Source: an optimization exercise on an open RTL-to-GDS flow (aim: small area, a short achievable clock period and few clock cycles per item). Production flows keep margins and buffers that such runs may drop.
The RTL was checked by simulation tests, not by an equivalence proof against the original design.
Power is estimated from default activity; no workload was simulated.

<file path="flow/design.v">
module sort_pipe #(
  parameter int DATA_W   = 8,
  parameter int LOG_SIZE = 4,
  parameter int SIZE     = 2**LOG_SIZE,
  parameter int SIGNED   = 0
) (
  input  logic                       clk,
  input  logic                       rst,
  input  logic                       i_valid,
  output logic                       o_ready,
  input  logic                       i_desc,
  input  logic [DATA_W*SIZE-1:0]     i_din,
  output logic                       o_valid,
  input  logic                       i_ready,
  output logic                       o_desc,
  output logic [DATA_W*SIZE-1:0]     o_dout,
  output logic [LOG_SIZE*SIZE-1:0]   o_idx
);
  localparam int L  = LOG_SIZE*(LOG_SIZE+1)/2;
  localparam int KW = DATA_W*SIZE;
  localparam int IW = LOG_SIZE*SIZE;
  logic [L*KW-1:0] r_key;
  logic [L*IW-1:0] r_idx;
  logic [L-1:0]    r_desc;
  logic [L-1:0]    r_vld;
  logic [L*KW-1:0] w_kin;
  logic [L*IW-1:0] w_iin;
  logic [L*KW-1:0] w_knx;
  logic [L*IW-1:0] w_inx;
  logic [L-1:0]    w_dnx;
  logic [L-1:0]    w_vnx;
  logic [KW-1:0]   w_din_g;
  logic [IW-1:0]   w_idx_entry;
  logic            w_ce;
  logic            w_in_xfer;
  assign w_ce      = ~r_vld[L-1] | i_ready;
  assign o_ready   = w_ce;
  assign w_in_xfer = i_valid & w_ce;
  assign w_din_g   = w_in_xfer ? i_din : '0;
  function automatic logic prec(input logic [DATA_W-1:0] ka, input logic [LOG_SIZE-1:0] ia,
                                input logic [DATA_W-1:0] kb, input logic [LOG_SIZE-1:0] ib,
                                input logic desc);
    logic lt, gt;
    if (SIGNED != 0) begin
      lt = $signed(ka) < $signed(kb);
      gt = $signed(ka) > $signed(kb);
    end else begin
      lt = ka < kb;
      gt = ka > kb;
    end
    prec = (desc ? gt : lt) | ((ka == kb) & (ia < ib));
  endfunction
  for (genvar k = 0; k < SIZE; k++) begin : g_entry
    assign w_idx_entry[k*LOG_SIZE +: LOG_SIZE] = LOG_SIZE'(k);
  end
  for (genvar p = 0; p < LOG_SIZE; p++) begin : g_p
    for (genvar qq = 0; qq <= p; qq++) begin : g_q
      localparam int S = p*(p+1)/2 + qq;
      localparam int Q = p - qq;
      if (S == 0) begin : g_first
        assign w_kin[0 +: KW] = w_din_g;
        assign w_iin[0 +: IW] = w_idx_entry;
        assign w_dnx[0]       = w_in_xfer & i_desc;
        assign w_vnx[0]       = w_in_xfer;
      end else begin : g_next
        assign w_kin[S*KW +: KW] = r_key[(S-1)*KW +: KW];
        assign w_iin[S*IW +: IW] = r_idx[(S-1)*IW +: IW];
        assign w_dnx[S]          = r_desc[S-1];
        assign w_vnx[S]          = r_vld[S-1];
      end
      for (genvar j = 0; j < SIZE; j++) begin : g_j
        if (((j >> Q) & 1) == 0) begin : g_cmp
          localparam int PJ = j ^ (1 << Q);
          localparam bit RV = ((j >> (p+1)) & 1) != 0;
          logic [DATA_W-1:0]   w_kl, w_kh;
          logic [LOG_SIZE-1:0] w_il, w_ih;
          logic                w_swap;
          assign w_kl = w_kin[S*KW + j*DATA_W  +: DATA_W];
          assign w_kh = w_kin[S*KW + PJ*DATA_W +: DATA_W];
          assign w_il = w_iin[S*IW + j*LOG_SIZE  +: LOG_SIZE];
          assign w_ih = w_iin[S*IW + PJ*LOG_SIZE +: LOG_SIZE];
          assign w_swap = RV ? prec(w_kl, w_il, w_kh, w_ih, w_dnx[S])
                             : prec(w_kh, w_ih, w_kl, w_il, w_dnx[S]);
          assign w_knx[S*KW + j*DATA_W  +: DATA_W]   = w_swap ? w_kh : w_kl;
          assign w_knx[S*KW + PJ*DATA_W +: DATA_W]   = w_swap ? w_kl : w_kh;
          assign w_inx[S*IW + j*LOG_SIZE  +: LOG_SIZE] = w_swap ? w_ih : w_il;
          assign w_inx[S*IW + PJ*LOG_SIZE +: LOG_SIZE] = w_swap ? w_il : w_ih;
        end
      end
    end
  end
  always_ff @(posedge clk) begin
    if (rst) begin
      r_key  <= '0;
      r_idx  <= '0;
      r_desc <= '0;
      r_vld  <= '0;
    end else if (w_ce) begin
      r_key  <= w_knx;
      r_idx  <= w_inx;
      r_desc <= w_dnx;
      r_vld  <= w_vnx;
    end
  end
  assign o_valid = r_vld[L-1];
  assign o_desc  = r_desc[L-1];
  assign o_dout  = r_key[(L-1)*KW +: KW];
  assign o_idx   = r_idx[(L-1)*IW +: IW];
endmodule
</file>
<file path="flow/run.sh">
#!/bin/bash
# synth_recipe.tcl (not shown) runs the flow's synth.tcl, then flattens the netlist and writes it again
# the make line also repeats each setting of config.mk as NAME=value (left out here)
make -C /OpenROAD-flow-scripts/flow DESIGN_CONFIG=/design/flow/config.mk WORK_HOME=/design/flow/orfs CLKGATE_MAP_FILE= SYNTH_SCRIPT=/design/flow/synth_recipe.tcl finish
</file>
<file path="flow/config.mk">
export PLATFORM = sky130hd
export DESIGN_NAME = sort_pipe
export DESIGN_NICKNAME = sort_pipe
export VERILOG_FILES = /design/flow/design.v
export SDC_FILE = /design/flow/constraint.sdc
export NUM_CORES = 4
export LEC_CHECK = 0
export CAP_MARGIN = 20
export CORE_MARGIN = 2
export CORE_UTILIZATION = 40
export PLACE_DENSITY = 0.6
export SLEW_MARGIN = 20
</file>
<file path="flow/constraint.sdc">
create_clock -name core_clock -period 4.5 [get_ports {clk}]
set_input_delay 0.9000 -clock core_clock [delete_from_list [all_inputs] [get_ports {clk}]]
set_output_delay 0.9000 -clock core_clock [all_outputs]
set_load 0.01 [all_outputs]
</file>
==> impl_metrics.ini <==
[status]
status = finished clean

[hold_path]
hp-class = flip-flop to flip-flop
min_to = r_vld[1]$_SDFFE_PP0N_
hp-start = r_vld[1]$_SDFFE_PP0N_
min_path_cells = 2

[grt]
grt_max_degree = 267
grt_pass1_wl_um = 608000
gr-total-overflow = 0
grt_util_all_layers_pct = 29.0
grt_pass1_vias = 97300
antenna_found_initial = 4

[final_layout]
final_nets = 13600
num-fill-cells = 25700
drive_gt1_share_pct = 6.32
areaGrowthSynthToFinish_pct = 12.4

[logic_synthesis]
ys_ff_latch = 1823
synthTopCellsByArea = dfxtp_1 35%, ha_1 9.4%, nor2_1 8.6%, a2111oi_0 7.8%, nor4_1 4.8%
synth_fp_nets = 14100
yosys_warnings = 1
synth.avg_cell_area_um2 = 8.00
async_flop_share_pct = 0
synth.cell_area_um2 = 105000
synth_ff_type = dfxtp_1
yosysMostFrequentCell = nor2_1
synth_top_cells_by_count = 2414 x nor2_1, 1823 x dfxtp_1, 1236 x clkbuf_1
yosysTopAreaCell = dfxtp_1
syn_inst = 13100
ys_types = 63
seq_area_frac_synth_pct = 34.8
synth_edf_count = 0
synth_top_area_share_pct = 34.8

[cts]
cts_tree = done
clk_latency_ns = 0.92
hold_buffers = 0
postCtsSetupRepairBufs = 0
clkSlewWorstSetupHoldPaths_ns = 0.06
cts_resized = 0
clock_sinks = 1823
cts_buffers = 211
h-tree-depth = 4
root_buffer = clkbuf_16
clockBufferDepth = 3

[pwr]
p_leak_nw = 43.4
vdd_drop_max_uv = 521
p_per_area_nw_per_um2 = 751

[floorplan]
dieArea_um2 = 267000
die_w_um = 516
coreArea_um2 = 262000
initial_utilization_pct = 40.1
ios = 328
die_h_um = 516
core.rowCount = 188

[worst_setup_path]
critical_path_required_ns = 5.28
path_buf_inv = 3
critPathTopFamily = simple AND/OR/NAND/NOR gates
reg2reg_slack_ns = 1.03
crit_arrival_ns = 4.36
rr_startpoint = r_vld[9]$_SDFFE_PP0N_
crit_type = primary input to flip-flop
slowest_stage = clkdlybuf4s50_1
cp_common_cell = nand2_1
reg2reg_to = r_key[97]$_SDFFE_PP0N_
cp-start-kind = primary input
cp_cell_sequence = clkdlybuf4s50_1, nor2b_4, inv_8, and2_2, buf_12, nand2_1, ha_1, nor2b_1, o211ai_1, a21o_1, nand3_1, nand2_1, a2111oi_0
endpoint_kind = flip-flop
r2r_cells = 11
max_stage_delay_ns = 0.50
cp_max_fo = 32

[placement]
io_buffers = 327
gp_congestion = 0.988
dpl.hpwl_um = 294000

[sta]
relSlewSlack_pct = 20.8
finalSetupViolCount = 0
fin_setup_tns_ns = 0
max_freq_mhz = 279
tightest_slew_ns = 1.19
hold_viol = 0
drv_slew = 0
min_period_ns = 3.58
worst_hold_slack_ns = 0.449
fin_crit_sh_pct = 79.7
finClkSkew_ns = 0.0896
rsz0062_at_grt = no

[drt]
ant_nets = 0
drt_wl_total_um = 404000
wl_per_cell_um = 24.6
route.detailed.vias_per_inst = 6.43
firstDrtPassIters = 6
drt_iter0_drc = 11600
drc = 0
vias = 105000

[run]
cap_violations = 0
[logic make-up after synthesis]
kind of cell | count (synthesis) | synth area share (%)
compound gates | 3982 | 28.6
fa+ha+maj | 787 | 9.38
buf+inv | 2086 | 7.51
simple gates | 4453 | 19.8
flops | 1823 | 34.8
[per-layer routing]
metal	GRT usage, %	part of all wire, %	vias to the layer above
li1	-	-	49300
met1	38.3	42	50900
met2	45.3	44	4287
met3	3.93	6.7	871
met4	17.0	6.6	2
met5	0	0.0035	-
[power by group]
group          internal, mW  switching [mW]
clock                  10.2            7.49
sequential             20.6            6.63
combinational          16.8            26.9
total                  47.6            41.0
[final cells by class]
type	instances	area [um^2]	share of cell area (%)
tap	3515	4400	3.72
multi-input combinational	9222	60800	51.5
antenna	1	2.50	0.00212
clock buffer	318	6290	5.33
inverter	782	2940	2.49
timing repair buffer	663	6270	5.31
clock inverter	63	852	0.722
sequential	1823	36500	30.9
[metrics by stage]
stage / power, mW / area, um^2 / setup WS (ns) / instances / util [%]
after floorplan: 55.3 / 105000 / 0.580 / 13100 / -
after global placement: 68.4 / 111000 / 0.145 / 16000 / 42.3
after detailed placement: 69.9 / 111000 / 0.0609 / 16000 / 42.3
after CTS: 87.7 / 118000 / 0.951 / 16400 / 45.1
after global routing: 94.6 / 118000 / 0.627 / 16400 / 45.1
final: 88.6 / 118000 / 0.916 / 16400 / 45.1
[flip-flops by register name, indices dropped and copies added (netlist names)]
name    count
r_idx     523
r_vld      10
r_desc     10
r_key    1280
[worst max-delay path by stage]
stage          cells after the start  slack, ns                      end  startpoint
2_1_floorplan                     16       0.58  r_key[119]$_SDFFE_PP0N_     i_ready
3_3_place_gp                      12       0.14  r_key[106]$_SDFFE_PP0N_     i_ready
3_5_place_dp                      13       0.06  r_key[102]$_SDFFE_PP0N_     i_ready
4_1_cts                            5       0.95                  o_ready     i_ready
5_1_grt                           12       0.63  r_key[106]$_SDFFE_PP0N_     i_ready
6_report                          13       0.92   r_key[97]$_SDFFE_PP0N_     i_ready
[placed cells by master, fill, tap and decap left out, types with 46 or more instances in the layout]
| cell | netlist | layout |
|---|---|---|
| nand3_1 | 256 | 256 |
| a21boi_0 | 162 | 161 |
| o211ai_1 | 127 | 127 |
| inv_1 | 781 | 781 |
| a221oi_1 | 302 | 302 |
| a31oi_1 | 190 | 190 |
| buf_4 | 4 | 299 |
| a2111oi_0 | 935 | 932 |
| clkbuf_8 | 0 | 61 |
| nand2_1 | 287 | 287 |
| clkbuf_1 | 1236 | 46 |
| a21oi_1 | 401 | 401 |
| clkdlybuf4s50_1 | 0 | 325 |
| nor2_1 | 2414 | 2414 |
| and3_1 | 72 | 72 |
| or3_1 | 47 | 47 |
| a311oi_1 | 378 | 378 |
| o31ai_1 | 291 | 286 |
| ha_1 | 787 | 787 |
| or2_2 | 63 | 63 |
| o21ai_0 | 594 | 586 |
| a211oi_1 | 144 | 144 |
| clkbuf_16 | 0 | 211 |
| a41oi_1 | 167 | 167 |
| nand4_1 | 275 | 275 |
| nor2b_1 | 90 | 90 |
| dfxtp_1 | 1823 | 1821 |
| nor4_1 | 808 | 808 |
[worst register-to-register path, stage by stage, from the launching register on]
cell       delay [ns]
dfxtp_1          0.34
nor2b_4          0.24
inv_8            0.11
buf_4            0.28
and3_1           0.28
ha_1             0.32
a21oi_1          0.14
nor2_1           0.06
a211oi_1         0.29
nand3_1          0.49
nand2_1          0.59
a2111oi_0        0.21
Testbench counts, summed over its fixed seeds: cycles 3,280, items 3,200.

separate check: timing with driven ports:
How much do the figures lean on ideal ports? The routed layout below was timed once more, with nothing changed but the port constraints.
Step 1 (the two cells are an assumption about what drives the block):
set clk [get_ports {clk}]
set_driving_cell -lib_cell sky130_fd_sc_hd__clkbuf_16 $clk
set_driving_cell -lib_cell sky130_fd_sc_hd__buf_2 [delete_from_list [all_inputs] $clk]
Step 2 adds t to the input delays and takes it off the output delays; t is the mean of the earliest and latest rising clock arrival at the registers after step 1. Input paths then give back, and output paths get back, about the clock's delay inside the block.
Slacks: ideal / step 1 / step 2; pairs: ideal / step 1.
t (ns): 0.978
setup slack, ns: 0.916 / 0.941 / 0.015
latest minus earliest clock arrival (ns): 0.092 / 0.091
After both steps this run still meets setup and hold. The setup slack of this run moves by +0.025 ns with the drivers and by -0.901 ns with both steps.
